Source: an optimization exercise on an open RTL-to-GDS flow (aim: small area, a short achievable clock period and few clock cycles). Production flows keep margins and buffers that such runs may drop.
Where RTL was checked, it was by simulation tests only, not by an equivalence proof against the original.

==> run B: inputs <==
// edge_midpoint_subdivider
module edge_midpoint_subdivider (
  input  wire logic                      clk_i,
  input  wire logic                      rst_ni,
  input  wire logic                      cfg_we_i,
  input  wire logic [DELTA_W-1:0]        cfg_wdata_i,
  input  wire logic                      edge_valid_i,
  output logic                           edge_ready_o,
  input  wire logic signed [COORD_W-1:0] edge_start_x_i,
  input  wire logic signed [COORD_W-1:0] edge_start_y_i,
  input  wire logic signed [COORD_W-1:0] edge_end_x_i,
  input  wire logic signed [COORD_W-1:0] edge_end_y_i,
  output logic                           point_valid_o,
  input  wire logic                      point_ready_i,
  output logic signed [POINT_W-1:0]      point_x_o,
  output logic signed [POINT_W-1:0]      point_y_o,
  output logic                           point_last_o,
  output logic                           point_capped_o
);
  logic [DELTA_W-1:0] delta_q;
  always_ff @(posedge clk_i or negedge rst_ni) begin
    if (!rst_ni) begin
      delta_q <= DELTA_RESET;
    end else if (cfg_we_i) begin
      delta_q <= cfg_wdata_i;
    end
  end
  logic a_v, b_v, b_ph, c_v, c_lp, e_v;
  logic a_mv, b_load, b_mv, c_done, c_hand, fire;
  logic fit;
  logic [DEPTH_W-1:0] c_k;
  logic e_last;
  logic c_ok, c_hand0, c_hand1, b_mv0, b_mv1;
  assign fire    = e_v & point_ready_i;
  assign c_done  = fit | (c_k == DEPTH_W'(MAX_DEPTH));
  assign c_ok    = c_v & ~c_lp & c_done;
  assign c_hand0 = c_ok & ~e_v;              
  assign c_hand1 = c_ok & e_v & e_last;      
  assign c_hand  = c_hand0 | (c_hand1 & point_ready_i);
  assign b_mv0   = b_v & b_ph & (~c_v | c_hand0);
  assign b_mv1   = b_v & b_ph & c_hand1;
  assign b_mv    = b_mv0 | (b_mv1 & point_ready_i);
  assign b_load = ~b_v | b_mv;
  assign a_mv   = a_v & b_load;
  assign edge_ready_o = ~a_v;
  always_ff @(posedge clk_i or negedge rst_ni) begin
    if (!rst_ni) begin
      a_v  <= 1'b0;
      b_v  <= 1'b0;
  ...
export LEC_CHECK = 0
export CAP_MARGIN = 20
export CORE_MARGIN = 2
export CORE_UTILIZATION = 55
export CTS_BUF_LIST = sky130_fd_sc_hd__clkbuf_8
export PLACE_DENSITY = 0.75
export SETUP_SLACK_MARGIN = 5
export SLEW_MARGIN = 20
create_clock -name core_clock -period 9.0 [get_ports {clk_i}]
standard.sh (not shown) runs the stock make flow with config.mk's settings and CLKGATE_MAP_FILE= SYNTH_SCRIPT=/design/flow/synth_recipe.tcl, a recipe that flattens the netlist after the stock synthesis.
==> flow/flow/run.sh <==
#!/bin/bash
# The standard layout, with the ports buffered by buf_4 rather than the
# flow's default pick, and repair_timing aiming for a larger setup margin.
set -euo pipefail
bash standard.sh SETUP_SLACK_MARGIN=5.7 "BUFFER_PORTS_ARGS=-buffer_cell sky130_fd_sc_hd__buf_4" finish > standard_make.log 2>&1
==> run Z: changes against run B <==
--- a/flow/design.v
+++ b/flow/design.v
@@ -604,28 +604,29 @@
       a_ex <= edge_end_x_i;
       a_ey <= edge_end_y_i;
     end
   end
   logic signed [DIFF_W-1:0]  a_dx, a_dy;
-  logic signed [DIFF_W-1:0]  b_dx, b_dy;
+  logic signed [DIFF_W-1:0]  b_dx, b_dy;    
   logic signed [COORD_W-1:0] b_sx, b_sy;
   assign a_dx = DIFF_W'(a_ex) - DIFF_W'(a_sx);
   assign a_dy = DIFF_W'(a_ey) - DIFF_W'(a_sy);
   always_ff @(posedge clk_i) begin
     if (b_load) begin
       b_sx <= a_sx;
       b_sy <= a_sy;
       b_dx <= a_dx;
       b_dy <= a_dy;
+    end else if (!b_ph) begin
+      b_dx <= b_dy;
+      b_dy <= b_dx;
     end
   end
-  logic signed [DIFF_W-1:0] sq_op;
-  assign sq_op = b_ph ? b_dy : b_dx;
   logic [SUM_W-1:0] sq_s, sq_c, s1_q, c1_q;
   logic            q_x;
   ems_sq_tree u_sq (
-    .d   (sq_op),
+    .d   (b_dx),
     .s_o (sq_s),
     .c_o (sq_c)
   );
   always_ff @(posedge clk_i) begin
     s1_q <= sq_s;
@@ -662,12 +663,12 @@
   );
   always_ff @(posedge clk_i) begin
     if (b_mv) begin
       c_sx  <= b_sx;
       c_sy  <= b_sy;
-      c_stx <= {b_dx, {EXTRA_FRAC{1'b0}}};
-      c_sty <= {b_dy, {EXTRA_FRAC{1'b0}}};
+      c_stx <= {b_dy, {EXTRA_FRAC{1'b0}}};
+      c_sty <= {b_dx, {EXTRA_FRAC{1'b0}}};
     end else if (c_v && !c_lp && !c_done) begin
       c_stx <= c_stx >>> 1;
       c_sty <= c_sty >>> 1;
     end
   end
Settings changed: CORE_UTILIZATION 55 to 70, PLACE_DENSITY 0.75 to 0.85.
==> run D: changes against run B <==
--- a/flow/design.v
+++ b/flow/design.v
@@ -604,28 +604,29 @@
       a_ex <= edge_end_x_i;
       a_ey <= edge_end_y_i;
     end
   end
   logic signed [DIFF_W-1:0]  a_dx, a_dy;
-  logic signed [DIFF_W-1:0]  b_dx, b_dy;
+  logic signed [DIFF_W-1:0]  b_dx, b_dy;    
   logic signed [COORD_W-1:0] b_sx, b_sy;
   assign a_dx = DIFF_W'(a_ex) - DIFF_W'(a_sx);
   assign a_dy = DIFF_W'(a_ey) - DIFF_W'(a_sy);
   always_ff @(posedge clk_i) begin
     if (b_load) begin
       b_sx <= a_sx;
       b_sy <= a_sy;
       b_dx <= a_dx;
       b_dy <= a_dy;
+    end else if (!b_ph) begin
+      b_dx <= b_dy;
+      b_dy <= b_dx;
     end
   end
-  logic signed [DIFF_W-1:0] sq_op;
-  assign sq_op = b_ph ? b_dy : b_dx;
   logic [SUM_W-1:0] sq_s, sq_c, s1_q, c1_q;
   logic            q_x;
   ems_sq_tree u_sq (
-    .d   (sq_op),
+    .d   (b_dx),
     .s_o (sq_s),
     .c_o (sq_c)
   );
   always_ff @(posedge clk_i) begin
     s1_q <= sq_s;
@@ -662,12 +663,12 @@
   );
   always_ff @(posedge clk_i) begin
     if (b_mv) begin
       c_sx  <= b_sx;
       c_sy  <= b_sy;
-      c_stx <= {b_dx, {EXTRA_FRAC{1'b0}}};
-      c_sty <= {b_dy, {EXTRA_FRAC{1'b0}}};
+      c_stx <= {b_dy, {EXTRA_FRAC{1'b0}}};
+      c_sty <= {b_dx, {EXTRA_FRAC{1'b0}}};
     end else if (c_v && !c_lp && !c_done) begin
       c_stx <= c_stx >>> 1;
       c_sty <= c_sty >>> 1;
     end
   end
==> flow/flow/run.sh (replaced) <==
#!/bin/bash
# The standard layout, with the ports buffered by buf_4 rather than the
# flow's default pick, and repair_timing aiming for a larger setup margin.
set -euo pipefail
bash standard.sh SETUP_SLACK_MARGIN=5.6 "BUFFER_PORTS_ARGS=-buffer_cell sky130_fd_sc_hd__buf_4" finish > standard_make.log 2>&1
Settings changed: ABC_AREA set to 1.
==> out/qor.yml <==
status:
  status: "complete, no violations"
clocking:
  worst_skew_pair.late_latency_ns: 0.67
final_layout:
  multi_input_cells: 1894
setup_path:
  arrival_ns: 3.55
logic_synthesis:
  synth_compound_area_share_pct: 7.68
-- figures above: run D

==> out/qor.yml <==
logic_synthesis:
  ys_top_cells_by_area: "edfxtp_1, ha_1, fa_1"
  synth-seq-cells: 478
setup_path:
  arrival_ns: 3.75
  crit_path_frequent_cell: "and3_1"
clocking:
  worst_skew_pair.late_latency_ns: 0.65
final_layout:
  multi_input_area_mm2: 0.0132
  multi_input_cells: 1544
status:
  status: "complete, no violations"
routing:
  viasPerCell: 6.21
-- figures above: run Z

==> out/qor.yml <==
setup_path:
  arrival_ns: 3.97
  rrSetupSlack_ns: 5.46
clocking:
  worst_skew_pair.late_latency_ns: 0.70
placed_design:
  dp_cells: 3003
final_layout:
  multi_input_cells: 1513
  mostFrequentLayoutCells: "edfxtp_1, inv_1, buf_4"
status:
  status: "complete, no violations"
logic_synthesis:
  synth_compound_area_share_pct: 10.1
-- figures above: run B

Testbench counts of run Z, summed over its fixed seeds: cycles 16,976.
Testbench counts of run D, summed over its fixed seeds: cycles 16,976.
No functional check of the RTL was part of run B.

---

==> inputs of 04-04 <==
edge_midpoint_subdivider, a different RTL version from the one above (not shown whole).
Settings: LEC_CHECK=0, CAP_MARGIN=20, CORE_MARGIN=2, CORE_UTILIZATION=40, PLACE_DENSITY=0.6, SETUP_SLACK_MARGIN=5, SLEW_MARGIN=20; clock period 9.0 ns.
==> flow/flow/run.sh <==
#!/bin/bash
# The standard layout, with the ports buffered by buf_4 rather than the
# flow's default pick, and repair_timing aiming for a larger setup margin.
set -euo pipefail
bash standard.sh SETUP_SLACK_MARGIN=5.8 "BUFFER_PORTS_ARGS=-buffer_cell sky130_fd_sc_hd__buf_4"  finish > standard_make.log 2>&1
==> 01-18: changes against 04-04 <==
--- a/flow/design.v
+++ b/flow/design.v
@@ -577,28 +577,23 @@
     if (!rst_ni) begin
       delta_q <= DELTA_RESET;
     end else if (cfg_we_i) begin
       delta_q <= cfg_wdata_i;
     end
   end
   logic a_v, b_v, b_ph, c_v, c_lp, e_v;
-  logic a_mv, b_load, b_mv, c_done, c_hand, fire;
+  logic a_mv, b_load, b_mv, c_done, c_hand, e_free, fire;
   logic fit;
   logic [DEPTH_W-1:0] c_k;
   logic e_last;
-  logic c_ok, c_hand0, c_hand1, b_mv0, b_mv1;
-  assign fire    = e_v & point_ready_i;
-  assign c_done  = fit | (c_k == DEPTH_W'(MAX_DEPTH));
-  assign c_ok    = c_v & ~c_lp & c_done;
-  assign c_hand0 = c_ok & ~e_v;              
-  assign c_hand1 = c_ok & e_v & e_last;      
-  assign c_hand  = c_hand0 | (c_hand1 & point_ready_i);
-  assign b_mv0   = b_v & b_ph & (~c_v | c_hand0);
-  assign b_mv1   = b_v & b_ph & c_hand1;
-  assign b_mv    = b_mv0 | (b_mv1 & point_ready_i);
+  assign fire   = e_v & point_ready_i;
+  assign e_free = ~e_v | (e_last & point_ready_i);
+  assign c_done = fit | (c_k == DEPTH_W'(MAX_DEPTH));
+  assign c_hand = c_v & ~c_lp & c_done & e_free;
+  assign b_mv   = b_v & b_ph & (~c_v | (c_v & ~c_lp & c_done & ~e_v));
   assign b_load = ~b_v | b_mv;
   assign a_mv   = a_v & b_load;
   assign edge_ready_o = ~a_v;
   always_ff @(posedge clk_i or negedge rst_ni) begin
     if (!rst_ni) begin
       a_v  <= 1'b0;
       b_v  <= 1'b0;
==> flow/run.sh (new file) <==
#!/bin/bash
# synth_recipe.tcl (not shown) runs the flow's synth.tcl, then flattens the netlist and writes it again
# the make line also repeats each setting of config.mk as NAME=value (left out here)
make -C /OpenROAD-flow-scripts/flow DESIGN_CONFIG=/design/flow/config.mk WORK_HOME=/design/flow/orfs CLKGATE_MAP_FILE= SYNTH_SCRIPT=/design/flow/synth_recipe.tcl finish
removed: flow/flow/run.sh
removed: flow/standard.sh
==> flow_summary.json <==
{
  "dp_hpwl_um": 45500,
  "status": "no timing/DRC/antenna violations",
  "initial_core_util_pct": 40.4,
  "synth_cell_types": 79,
  "r2r_slack_ns": 5.24,
  "netlist_instances": 2357,
  "utilization_pct": 46.7,
  "gr-usage-met1_pct": 22.7,
  "synthAdderAreaFrac_pct": 18.7,
  "relSlewSlack_pct": 31.9,
  "max_freq_mhz": 266,
  "dp_slack_ns": 4.49,
  "yosys.area_share.simple_pct": 10.3
}
That was 01-18.
==> flow_summary.json <==
{
  "dp_hpwl_um": 45500,
  "initial_core_util_pct": 40.4,
  "status": "no timing/DRC/antenna violations",
  "synthAdderAreaFrac_pct": 18.7,
  "relSlewSlack_pct": 31.4,
  "dp_slack_ns": 4.46,
  "hold_end": "c_sx[10]",
  "netlist_instances": 2338,
  "gr-usage-met1_pct": 26.7,
  "synth_cell_types": 85
}
That was 04-04.
Testbench counts of 04-04, summed over its fixed seeds: cycles 16,976.
For 01-18, only the layout was checked, not whether the RTL still works.

==> what the ideal ports hide <==
In the flow no input, the clock included, has a driving cell. The finished layouts below were timed again as built, in two steps. Step 1 sets driving cells, clkbuf_16 on the clock port and buf_2 on the other inputs (assumed; they add their load-dependent delay and slew). Step 2, shift: input delay + t, output delay - t, t = (earliest + latest rising clock arrival at the registers) / 2. This alone moves slack from input paths to output paths. a / b / c = ideal / step 1 / step 2; a / b = the first two.
| run | t (ns) | slack for setup (ns) | worst setup path at the end | latest minus earliest clock arrival (ns) |
|---|---|---|---|---|
| run B | 0.730 | 5.462 / 5.462 / 5.462 | register to register | 0.045 / 0.045 |
| run Z | 0.679 | 5.643 / 5.643 / 5.334 | input to register | 0.045 / 0.045 |
| run D | 0.710 | 5.824 / 5.824 / 5.411 | input to register | 0.029 / 0.029 |
| 04-04 | 0.659 | 5.606 / 5.606 / 5.254 | input to register | 0.030 / 0.029 |
| 01-18 | 0.660 | 5.243 / 5.243 / 4.866 | input to register | 0.063 / 0.063 |
After both steps every run listed still meets setup and hold. For run D, which loses most, drivers alone change the setup slack by 0.000 ns; drivers and shift together by -0.413 ns.
